What follows belongs to an exercise in optimizing a design on an open flow for small area and few clock cycles per item; a production flow would make more cautious choices. At most, simulation tests tie the RTL to the original design; equivalence was not proved. Power and IR drop assume default switching activity.

==> inputs of trial 87 <==
==> flow/design.v <==
`timescale 1ns/1ps
module flit_fifo
#(
   parameter int BUF_DEPTH = 4,
   parameter int DATA_W    = 64
)
(
   input  logic              io_clk_inter,
   input  logic              rst_n_inter_sync_f,
   input  logic              push_i,
   input  logic [DATA_W-1:0] push_data_i,
   input  logic              pop_i,
   output logic [DATA_W-1:0] head_o,
   output logic              empty_o,
   output logic              full_o
);
   localparam int PTR_W = (BUF_DEPTH > 1) ? $clog2(BUF_DEPTH) : 1;
   logic [DATA_W-1:0]    mem [0:BUF_DEPTH-1];
   logic [PTR_W-1:0]     rd_ptr;
   logic [PTR_W-1:0]     wr_ptr;
   logic [PTR_W-1:0]     rd_ptr_nxt;
   logic [PTR_W-1:0]     wr_ptr_nxt;
   logic                 last_push;   
   logic                 ptr_eq;
   logic                 do_push;
   logic                 do_pop;
   logic [BUF_DEPTH-1:0] rd_sel;
   assign rd_ptr_nxt = (rd_ptr == PTR_W'(BUF_DEPTH - 1)) ? '0 : rd_ptr + 1'b1;
   assign wr_ptr_nxt = (wr_ptr == PTR_W'(BUF_DEPTH - 1)) ? '0 : wr_ptr + 1'b1;
   assign ptr_eq  = (rd_ptr == wr_ptr);
   assign empty_o = ptr_eq && !last_push;
   assign full_o  = ptr_eq && last_push;
   assign do_pop  = pop_i && !empty_o;
   assign do_push = push_i && (!full_o || do_pop);
   always_comb
   begin
      head_o = '0;
      for (int i = 0; i < BUF_DEPTH; i++)
      begin
         rd_sel[i] = (rd_ptr == PTR_W'(i));
         head_o    = head_o | (mem[i] & {DATA_W{rd_sel[i]}});
      end
   end
   always_ff @(posedge io_clk_inter)
   begin
      if (do_push)
      begin
         mem[wr_ptr] <= push_data_i;
      end
   end
   always_ff @(posedge io_clk_inter)
   begin
      if (!rst_n_inter_sync_f)
      begin
         rd_ptr    <= '0;
         wr_ptr    <= '0;
         last_push <= 1'b0;
      end
      else
      begin
         if (do_push)
         begin
            wr_ptr <= wr_ptr_nxt;
         end
         if (do_pop)
         begin
            rd_ptr <= rd_ptr_nxt;
         end
         if (do_push != do_pop)
         begin
            last_push <= do_push;
         end
      end
   end
endmodule
`timescale 1ns/1ps
module valrdy_to_credit
#(
   parameter int BUF_DEPTH = 4,
   parameter int CREDITS   = 4,
   parameter int DATA_W    = 64
)
(
   input  logic              io_clk_inter,
   input  logic              rst_n_inter_sync_f,
   input  logic              in_valid_i,
   input  logic [DATA_W-1:0] in_data_i,
   output logic              in_ready_o,
   output logic              out_valid_o,
   output logic [DATA_W-1:0] out_data_o,
   input  logic              out_yummy_i
);
   localparam int CRED_W = $clog2(CREDITS + 1);
   logic              send;
   logic [CRED_W-1:0] used;
   if ((CREDITS & (CREDITS - 1)) == 0)
   begin : g_pow2
      assign in_ready_o = !used[CRED_W-1];
   end
   else
   begin : g_any
      assign in_ready_o = (used != CRED_W'(CREDITS));
   end
   assign send        = in_valid_i && in_ready_o;
   assign out_valid_o = send;
   assign out_data_o  = in_data_i;
   always_ff @(posedge io_clk_inter)
   begin
      if (!rst_n_inter_sync_f)
      begin
         used <= '0;
      end
      else if (send && !out_yummy_i)
      begin
         used <= used + 1'b1;
      end
      else if (out_yummy_i && !send)
      begin
         used <= used - 1'b1;
      end
   end
endmodule
`timescale 1ns/1ps
module credit_to_valrdy
#(
   parameter int BUF_DEPTH = 4,
   parameter int DATA_W    = 64
)
(
   input  logic              io_clk_inter,
   input  logic              rst_n_inter_sync_f,
   input  logic              in_valid_i,
   input  logic [DATA_W-1:0] in_data_i,
   output logic              in_yummy_o,
   output logic              out_valid_o,
   output logic [DATA_W-1:0] out_data_o,
   input  logic              out_ready_i
);
   logic [DATA_W-1:0] head;
   logic              empty;
   logic              xfer;
   assign out_valid_o = !empty;
   assign out_data_o  = head;
   assign xfer        = !empty && out_ready_i;
   assign in_yummy_o  = xfer;
   flit_fifo #(
      .BUF_DEPTH (BUF_DEPTH),
      .DATA_W    (DATA_W)
   ) u_buf (
      .io_clk_inter       (io_clk_inter),
      .rst_n_inter_sync_f (rst_n_inter_sync_f),
      .push_i             (in_valid_i),
      .push_data_i        (in_data_i),
      .pop_i              (xfer),
      .head_o             (head),
      .empty_o            (empty),
      .full_o             ()
   );
endmodule
`timescale 1ns/1ps
module chip_noc_port
#(
   parameter int BUF_DEPTH = 4,
   parameter int CREDITS   = 4
)
(
   input  logic          io_clk_inter,
   input  logic          rst_n_inter_sync_f,
   input  logic [2:0]    offchip_in_valid_i,
   input  logic [191:0]  offchip_in_data_i,
   output logic [2:0]    offchip_in_ready_o,
   output logic [2:0]    tile_in_valid_o,
   output logic [191:0]  tile_in_data_o,
   input  logic [2:0]    tile_in_yummy_i,
   input  logic [2:0]    tile_out_valid_i,
   input  logic [191:0]  tile_out_data_i,
   output logic [2:0]    tile_out_yummy_o,
   output logic [2:0]    offchip_out_valid_o,
   output logic [191:0]  offchip_out_data_o,
   input  logic [2:0]    offchip_out_ready_i
);
   for (genvar ch = 0; ch < 3; ch++)
   begin : g_chan
      valrdy_to_credit #(
         .BUF_DEPTH (BUF_DEPTH),
         .CREDITS   (CREDITS),
         .DATA_W    (64)
      ) u_v2c (
         .io_clk_inter       (io_clk_inter),
         .rst_n_inter_sync_f (rst_n_inter_sync_f),
         .in_valid_i         (offchip_in_valid_i[ch]),
         .in_data_i          (offchip_in_data_i[64*ch +: 64]),
         .in_ready_o         (offchip_in_ready_o[ch]),
         .out_valid_o        (tile_in_valid_o[ch]),
         .out_data_o         (tile_in_data_o[64*ch +: 64]),
         .out_yummy_i        (tile_in_yummy_i[ch])
      );
      credit_to_valrdy #(
         .BUF_DEPTH (BUF_DEPTH),
         .DATA_W    (64)
      ) u_c2v (
         .io_clk_inter       (io_clk_inter),
         .rst_n_inter_sync_f (rst_n_inter_sync_f),
         .in_valid_i         (tile_out_valid_i[ch]),
         .in_data_i          (tile_out_data_i[64*ch +: 64]),
         .in_yummy_o         (tile_out_yummy_o[ch]),
         .out_valid_o        (offchip_out_valid_o[ch]),
         .out_data_o         (offchip_out_data_o[64*ch +: 64]),
         .out_ready_i        (offchip_out_ready_i[ch])
      );
   end
endmodule
==> flow/flow/run.sh <==
#!/bin/bash
# The standard layout (the standard.sh, unchanged synthesis and steps), with
# two settings changed through ORFS's own variables:
#  - port buffers use the smallest plain buffer (buf_1) instead of the cell
#    buffer_ports picks by default (clkdlybuf4s50_1); every port still gets one;
#  - clock tree synthesis uses a smaller clock buffer list and no dummy loads.
set -euo pipefail
export BUFFER_PORTS_ARGS="-buffer_cell sky130_fd_sc_hd__buf_1"
export CTS_ARGS="-sink_clustering_enable -repair_clock_nets -dont_use_dummy_load -buf_list sky130_fd_sc_hd__clkbuf_8 -sink_clustering_size 16 -sink_clustering_max_diameter 100"
bash standard.sh finish > flow_make.log 2>&1
==> flow/standard.sh <==
#!/bin/bash
# synth_recipe.tcl (not shown) runs the flow's synth.tcl, then flattens the netlist and writes it again
# the make line also repeats each setting of config.mk as NAME=value (left out here)
make -C /OpenROAD-flow-scripts/flow DESIGN_CONFIG=/design/flow/config.mk WORK_HOME=/design/flow/orfs CLKGATE_MAP_FILE= SYNTH_SCRIPT=/design/flow/synth_recipe.tcl "${@:-finish}"
==> flow/config.mk <==
export PLATFORM = sky130hd
export DESIGN_NAME = chip_noc_port
export DESIGN_NICKNAME = chip_noc_port
export VERILOG_FILES = /design/flow/design.v
export SDC_FILE = /design/flow/constraint.sdc
export NUM_CORES = 4
export LEC_CHECK = 0
export CAP_MARGIN = 20
export CORE_MARGIN = 2
export CORE_UTILIZATION = 40
export PLACE_DENSITY = 0.6
export SLEW_MARGIN = 20
==> flow/constraint.sdc <==
create_clock -name core_clock -period 5.0 [get_ports {io_clk_inter}]
set_input_delay 1.0000 -clock core_clock [delete_from_list [all_inputs] [get_ports {io_clk_inter}]]
set_output_delay 1.0000 -clock core_clock [all_outputs]
set_load 0.01 [all_outputs]
==> trial 44: changes against trial 87 <==
==> flow/design.v, changed modules only <==
module flit_fifo
#(
   parameter int BUF_DEPTH = 4,
   parameter int DATA_W    = 64
)
(
   input  logic              io_clk_inter,
   input  logic              rst_n_inter_sync_f,
   input  logic              push_i,
   input  logic [DATA_W-1:0] push_data_i,
   input  logic              pop_i,
   output logic [DATA_W-1:0] head_o,
   output logic              empty_o,
   output logic              full_o
);
   localparam int PTR_W = (BUF_DEPTH > 1) ? $clog2(BUF_DEPTH) : 1;
   localparam int CNT_W = $clog2(BUF_DEPTH + 1);
   logic [DATA_W-1:0] mem [0:BUF_DEPTH-1];
   logic [PTR_W-1:0]  rd_ptr;
   logic [PTR_W-1:0]  wr_ptr;
   logic [PTR_W-1:0]  rd_ptr_nxt;
   logic [PTR_W-1:0]  wr_ptr_nxt;
   logic [CNT_W-1:0]  count;
   logic              do_push;
   logic              do_pop;
   assign rd_ptr_nxt = (rd_ptr == PTR_W'(BUF_DEPTH - 1)) ? '0 : rd_ptr + 1'b1;
   assign wr_ptr_nxt = (wr_ptr == PTR_W'(BUF_DEPTH - 1)) ? '0 : wr_ptr + 1'b1;
   assign empty_o = (count == '0);
   assign full_o  = (count == CNT_W'(BUF_DEPTH));
   assign do_pop  = pop_i && !empty_o;
   assign do_push = push_i && (!full_o || do_pop);
   assign head_o  = mem[rd_ptr];
   always_ff @(posedge io_clk_inter)
   begin
      if (do_push)
      begin
         mem[wr_ptr] <= push_data_i;
      end
   end
   always_ff @(posedge io_clk_inter)
   begin
      if (!rst_n_inter_sync_f)
      begin
         rd_ptr <= '0;
         wr_ptr <= '0;
         count  <= '0;
      end
      else
      begin
         if (do_push)
         begin
            wr_ptr <= wr_ptr_nxt;
         end
         if (do_pop)
         begin
            rd_ptr <= rd_ptr_nxt;
         end
         if (do_push && !do_pop)
         begin
            count <= count + 1'b1;
         end
         else if (do_pop && !do_push)
         begin
            count <= count - 1'b1;
         end
      end
   end
endmodule
module valrdy_to_credit
#(
   parameter int BUF_DEPTH = 4,
   parameter int CREDITS   = 4,
   parameter int DATA_W    = 64
)
(
   input  logic              io_clk_inter,
   input  logic              rst_n_inter_sync_f,
   input  logic              in_valid_i,
   input  logic [DATA_W-1:0] in_data_i,
   output logic              in_ready_o,
   output logic              out_valid_o,
   output logic [DATA_W-1:0] out_data_o,
   input  logic              out_yummy_i
);
   localparam int CRED_W = $clog2(CREDITS + 1);
   logic [DATA_W-1:0] head;
   logic              empty;
   logic              full;
   logic              send;
   logic [CRED_W-1:0] credit_cnt;
   assign in_ready_o = !full;
   assign send        = !empty && (credit_cnt != '0);
   assign out_valid_o = send;
   assign out_data_o  = head;
   flit_fifo #(
      .BUF_DEPTH (BUF_DEPTH),
      .DATA_W    (DATA_W)
   ) u_buf (
      .io_clk_inter       (io_clk_inter),
      .rst_n_inter_sync_f (rst_n_inter_sync_f),
      .push_i             (in_valid_i && !full),
      .push_data_i        (in_data_i),
      .pop_i              (send),
      .head_o             (head),
      .empty_o            (empty),
      .full_o             (full)
   );
   always_ff @(posedge io_clk_inter)
   begin
      if (!rst_n_inter_sync_f)
      begin
         credit_cnt <= CRED_W'(CREDITS);
      end
      else
      begin
         if (out_yummy_i && !send)
         begin
            if (credit_cnt != CRED_W'(CREDITS))
            begin
               credit_cnt <= credit_cnt + 1'b1;
            end
         end
         else if (send && !out_yummy_i)
         begin
            credit_cnt <= credit_cnt - 1'b1;
         end
      end
   end
endmodule
module credit_to_valrdy
#(
   parameter int BUF_DEPTH = 4,
   parameter int DATA_W    = 64
)
(
   input  logic              io_clk_inter,
   input  logic              rst_n_inter_sync_f,
   input  logic              in_valid_i,
   input  logic [DATA_W-1:0] in_data_i,
   output logic              in_yummy_o,
   output logic              out_valid_o,
   output logic [DATA_W-1:0] out_data_o,
   input  logic              out_ready_i
);
   logic [DATA_W-1:0] head;
   logic              empty;
   logic              xfer;
   logic              yummy_q;
   assign out_valid_o = !empty;
   assign out_data_o  = head;
   assign xfer        = !empty && out_ready_i;
   assign in_yummy_o  = yummy_q;
   flit_fifo #(
      .BUF_DEPTH (BUF_DEPTH),
      .DATA_W    (DATA_W)
   ) u_buf (
      .io_clk_inter       (io_clk_inter),
      .rst_n_inter_sync_f (rst_n_inter_sync_f),
      .push_i             (in_valid_i),
      .push_data_i        (in_data_i),
      .pop_i              (xfer),
      .head_o             (head),
      .empty_o            (empty),
      .full_o             ()
   );
   always_ff @(posedge io_clk_inter)
   begin
      if (!rst_n_inter_sync_f)
      begin
         yummy_q <= 1'b0;
      end
      else
      begin
         yummy_q <= xfer;
      end
   end
endmodule
==> flow/run.sh (new file) <==
#!/bin/bash
# synth_recipe.tcl (not shown) runs the flow's synth.tcl, then flattens the netlist and writes it again
# the make line also repeats each setting of config.mk as NAME=value (left out here)
make -C /OpenROAD-flow-scripts/flow DESIGN_CONFIG=/design/flow/config.mk WORK_HOME=/design/flow/orfs CLKGATE_MAP_FILE= SYNTH_SCRIPT=/design/flow/synth_recipe.tcl finish
removed: flow/flow/run.sh
removed: flow/standard.sh
==> build 1: changes against trial 87 <==
==> flow/design.v, changed modules only <==
module flit_fifo
#(
   parameter int BUF_DEPTH = 4,
   parameter int DATA_W    = 64
)
(
   input  logic              io_clk_inter,
   input  logic              rst_n_inter_sync_f,
   input  logic              push_i,
   input  logic [DATA_W-1:0] push_data_i,
   input  logic              pop_i,
   output logic [DATA_W-1:0] head_o,
   output logic              empty_o,
   output logic              full_o
);
   localparam int PTR_W = (BUF_DEPTH > 1) ? $clog2(BUF_DEPTH) : 1;
   logic [DATA_W-1:0] mem [0:BUF_DEPTH-1];
   logic [PTR_W:0]    rd_ptr;
   logic [PTR_W:0]    wr_ptr;
   logic              do_push;
   logic              do_pop;
   assign empty_o = (rd_ptr == wr_ptr);
   assign full_o  = (rd_ptr[PTR_W-1:0] == wr_ptr[PTR_W-1:0]) &&
                    (rd_ptr[PTR_W] != wr_ptr[PTR_W]);
   assign do_pop  = pop_i && !empty_o;
   assign do_push = push_i && (!full_o || do_pop);
   logic [BUF_DEPTH-1:0] rd_sel;
   always_comb
   begin
      head_o = '0;
      for (int i = 0; i < BUF_DEPTH; i++)
      begin
         rd_sel[i] = (rd_ptr[PTR_W-1:0] == PTR_W'(i));
         head_o    = head_o | (mem[i] & {DATA_W{rd_sel[i]}});
      end
   end
   always_ff @(posedge io_clk_inter)
   begin
      if (do_push)
      begin
         mem[wr_ptr[PTR_W-1:0]] <= push_data_i;
      end
   end
   always_ff @(posedge io_clk_inter)
   begin
      if (!rst_n_inter_sync_f)
      begin
         rd_ptr <= '0;
         wr_ptr <= '0;
      end
      else
      begin
         if (do_push)
         begin
            wr_ptr <= wr_ptr + 1'b1;
         end
         if (do_pop)
         begin
            rd_ptr <= rd_ptr + 1'b1;
         end
      end
   end
endmodule
module valrdy_to_credit
#(
   parameter int BUF_DEPTH = 4,
   parameter int CREDITS   = 4,
   parameter int DATA_W    = 64
)
(
   input  logic              io_clk_inter,
   input  logic              rst_n_inter_sync_f,
   input  logic              in_valid_i,
   input  logic [DATA_W-1:0] in_data_i,
   output logic              in_ready_o,
   output logic              out_valid_o,
   output logic [DATA_W-1:0] out_data_o,
   input  logic              out_yummy_i
);
   localparam int CRED_W = $clog2(CREDITS + 1);
   logic              send;
   logic [CRED_W-1:0] credit_cnt;
   assign in_ready_o  = (credit_cnt != '0);
   assign send        = in_valid_i && in_ready_o;
   assign out_valid_o = send;
   assign out_data_o  = in_data_i;
   always_ff @(posedge io_clk_inter)
   begin
      if (!rst_n_inter_sync_f)
      begin
         credit_cnt <= CRED_W'(CREDITS);
      end
      else
      begin
         if (out_yummy_i && !send)
         begin
            if (credit_cnt != CRED_W'(CREDITS))
            begin
               credit_cnt <= credit_cnt + 1'b1;
            end
         end
         else if (send && !out_yummy_i)
         begin
            credit_cnt <= credit_cnt - 1'b1;
         end
      end
   end
endmodule
CORE_UTILIZATION = 60   (was 40)
PLACE_DENSITY = 0.7   (was 0.6)
==> trial 53: changes against trial 87 <==
==> flow/design.v, changed modules only <==
module flit_fifo
#(
   parameter int BUF_DEPTH = 4,
   parameter int DATA_W    = 64
)
(
   input  logic              io_clk_inter,
   input  logic              rst_n_inter_sync_f,
   input  logic              push_i,
   input  logic [DATA_W-1:0] push_data_i,
   input  logic              pop_i,
   output logic [DATA_W-1:0] head_o,
   output logic              empty_o,
   output logic              full_o
);
   localparam int PTR_W = (BUF_DEPTH > 1) ? $clog2(BUF_DEPTH) : 1;
   logic [DATA_W-1:0] mem [0:BUF_DEPTH-1];
   logic [PTR_W:0]    rd_ptr;
   logic [PTR_W:0]    wr_ptr;
   logic              do_push;
   logic              do_pop;
   assign empty_o = (rd_ptr == wr_ptr);
   assign full_o  = (rd_ptr[PTR_W-1:0] == wr_ptr[PTR_W-1:0]) &&
                    (rd_ptr[PTR_W] != wr_ptr[PTR_W]);
   assign do_pop  = pop_i && !empty_o;
   assign do_push = push_i && (!full_o || do_pop);
   logic [BUF_DEPTH-1:0] rd_sel;
   always_comb
   begin
      head_o = '0;
      for (int i = 0; i < BUF_DEPTH; i++)
      begin
         rd_sel[i] = (rd_ptr[PTR_W-1:0] == PTR_W'(i));
         head_o    = head_o | (mem[i] & {DATA_W{rd_sel[i]}});
      end
   end
   always_ff @(posedge io_clk_inter)
   begin
      if (do_push)
      begin
         mem[wr_ptr[PTR_W-1:0]] <= push_data_i;
      end
   end
   always_ff @(posedge io_clk_inter)
   begin
      if (!rst_n_inter_sync_f)
      begin
         rd_ptr <= '0;
         wr_ptr <= '0;
      end
      else
      begin
         if (do_push)
         begin
            wr_ptr <= wr_ptr + 1'b1;
         end
         if (do_pop)
         begin
            rd_ptr <= rd_ptr + 1'b1;
         end
      end
   end
endmodule
module valrdy_to_credit
#(
   parameter int BUF_DEPTH = 4,
   parameter int CREDITS   = 4,
   parameter int DATA_W    = 64
)
(
   input  logic              io_clk_inter,
   input  logic              rst_n_inter_sync_f,
   input  logic              in_valid_i,
   input  logic [DATA_W-1:0] in_data_i,
   output logic              in_ready_o,
   output logic              out_valid_o,
   output logic [DATA_W-1:0] out_data_o,
   input  logic              out_yummy_i
);
   localparam int CRED_W = $clog2(CREDITS + 1);
   logic              send;
   logic [CRED_W-1:0] credit_cnt;
   assign in_ready_o  = (credit_cnt != '0);
   assign send        = in_valid_i && in_ready_o;
   assign out_valid_o = send;
   assign out_data_o  = in_data_i;
   always_ff @(posedge io_clk_inter)
   begin
      if (!rst_n_inter_sync_f)
      begin
         credit_cnt <= CRED_W'(CREDITS);
      end
      else
      begin
         if (out_yummy_i && !send)
         begin
            if (credit_cnt != CRED_W'(CREDITS))
            begin
               credit_cnt <= credit_cnt + 1'b1;
            end
         end
         else if (send && !out_yummy_i)
         begin
            credit_cnt <= credit_cnt - 1'b1;
         end
      end
   end
endmodule
==> flow/run.sh (new file) <==
#!/bin/bash
# synth_recipe.tcl (not shown) runs the flow's synth.tcl, then flattens the netlist and writes it again
# the make line also repeats each setting of config.mk as NAME=value (left out here)
make -C /OpenROAD-flow-scripts/flow DESIGN_CONFIG=/design/flow/config.mk WORK_HOME=/design/flow/orfs CLKGATE_MAP_FILE= SYNTH_SCRIPT=/design/flow/synth_recipe.tcl finish
CTS_BUF_LIST = sky130_fd_sc_hd__clkbuf_4   (was unset)
removed: flow/flow/run.sh
removed: flow/standard.sh
==> results.txt <==
- Of trial 53 and trial 87, trial 87 has the higher sequential power (gap about 0.5%, measured against trial 87).
- Trial 87 produced a clean layout. Trial 53 passed the timing, design-rule and antenna checks. Build 1 passed the timing, design-rule and antenna checks. Trial 44 ran to the end with no violations.
- Of trial 44 and trial 53, trial 44 has the higher synthesized cell count (gap about 27%, measured against trial 53).
- Worst hold slack, lowest first: trial 44, trial 53, build 1, trial 87.
- Between trial 87 and trial 44, the lower power is in trial 87 (gap about 70%, measured against trial 44).
Testbench counts of trial 87, summed over its fixed seeds: cycles 4,103, flits 19,200.
Testbench counts of trial 44, summed over its fixed seeds: cycles 4,106, flits 19,200.
No functional check of the RTL was part of build 1 and trial 53.

[what the ideal ports hide]
In the flow no input, the clock included, has a driving cell. The finished layouts below were timed again as built, in two steps.
Step 1: set_driving_cell puts a clkbuf_16 on io_clk_inter and a buf_2 on each other input, an assumption about the parent block.
Step 2 moves the port delays by t, midway between the first and last clock arrival at a register: inputs arrive t later, outputs are due t later. That takes back most of the time a late clock gives input paths.
a / b / c = ideal ports / drivers / drivers and shift; a / b = the first two.
| run | shift t [ns] | slack for setup (ns) | worst register clock-pin slew, ns | cell pins on the clock port's net |
|---|---|---|---|---|
| trial 87 | 0.721 | 1.203 / 1.136 / 1.743 | 0.11 / 0.11 | 1 |
| trial 44 | 0.850 | 0.825 / 0.748 / 1.237 | 0.06 / 0.06 | 1 |
| build 1 | 0.732 | 1.149 / 1.093 / 1.825 | 0.11 / 0.11 | 1 |
| trial 53 | 1.022 | 0.584 / 0.520 / 1.159 | 0.08 / 0.08 | 1 |
After both steps setup and hold are still met in every run listed.
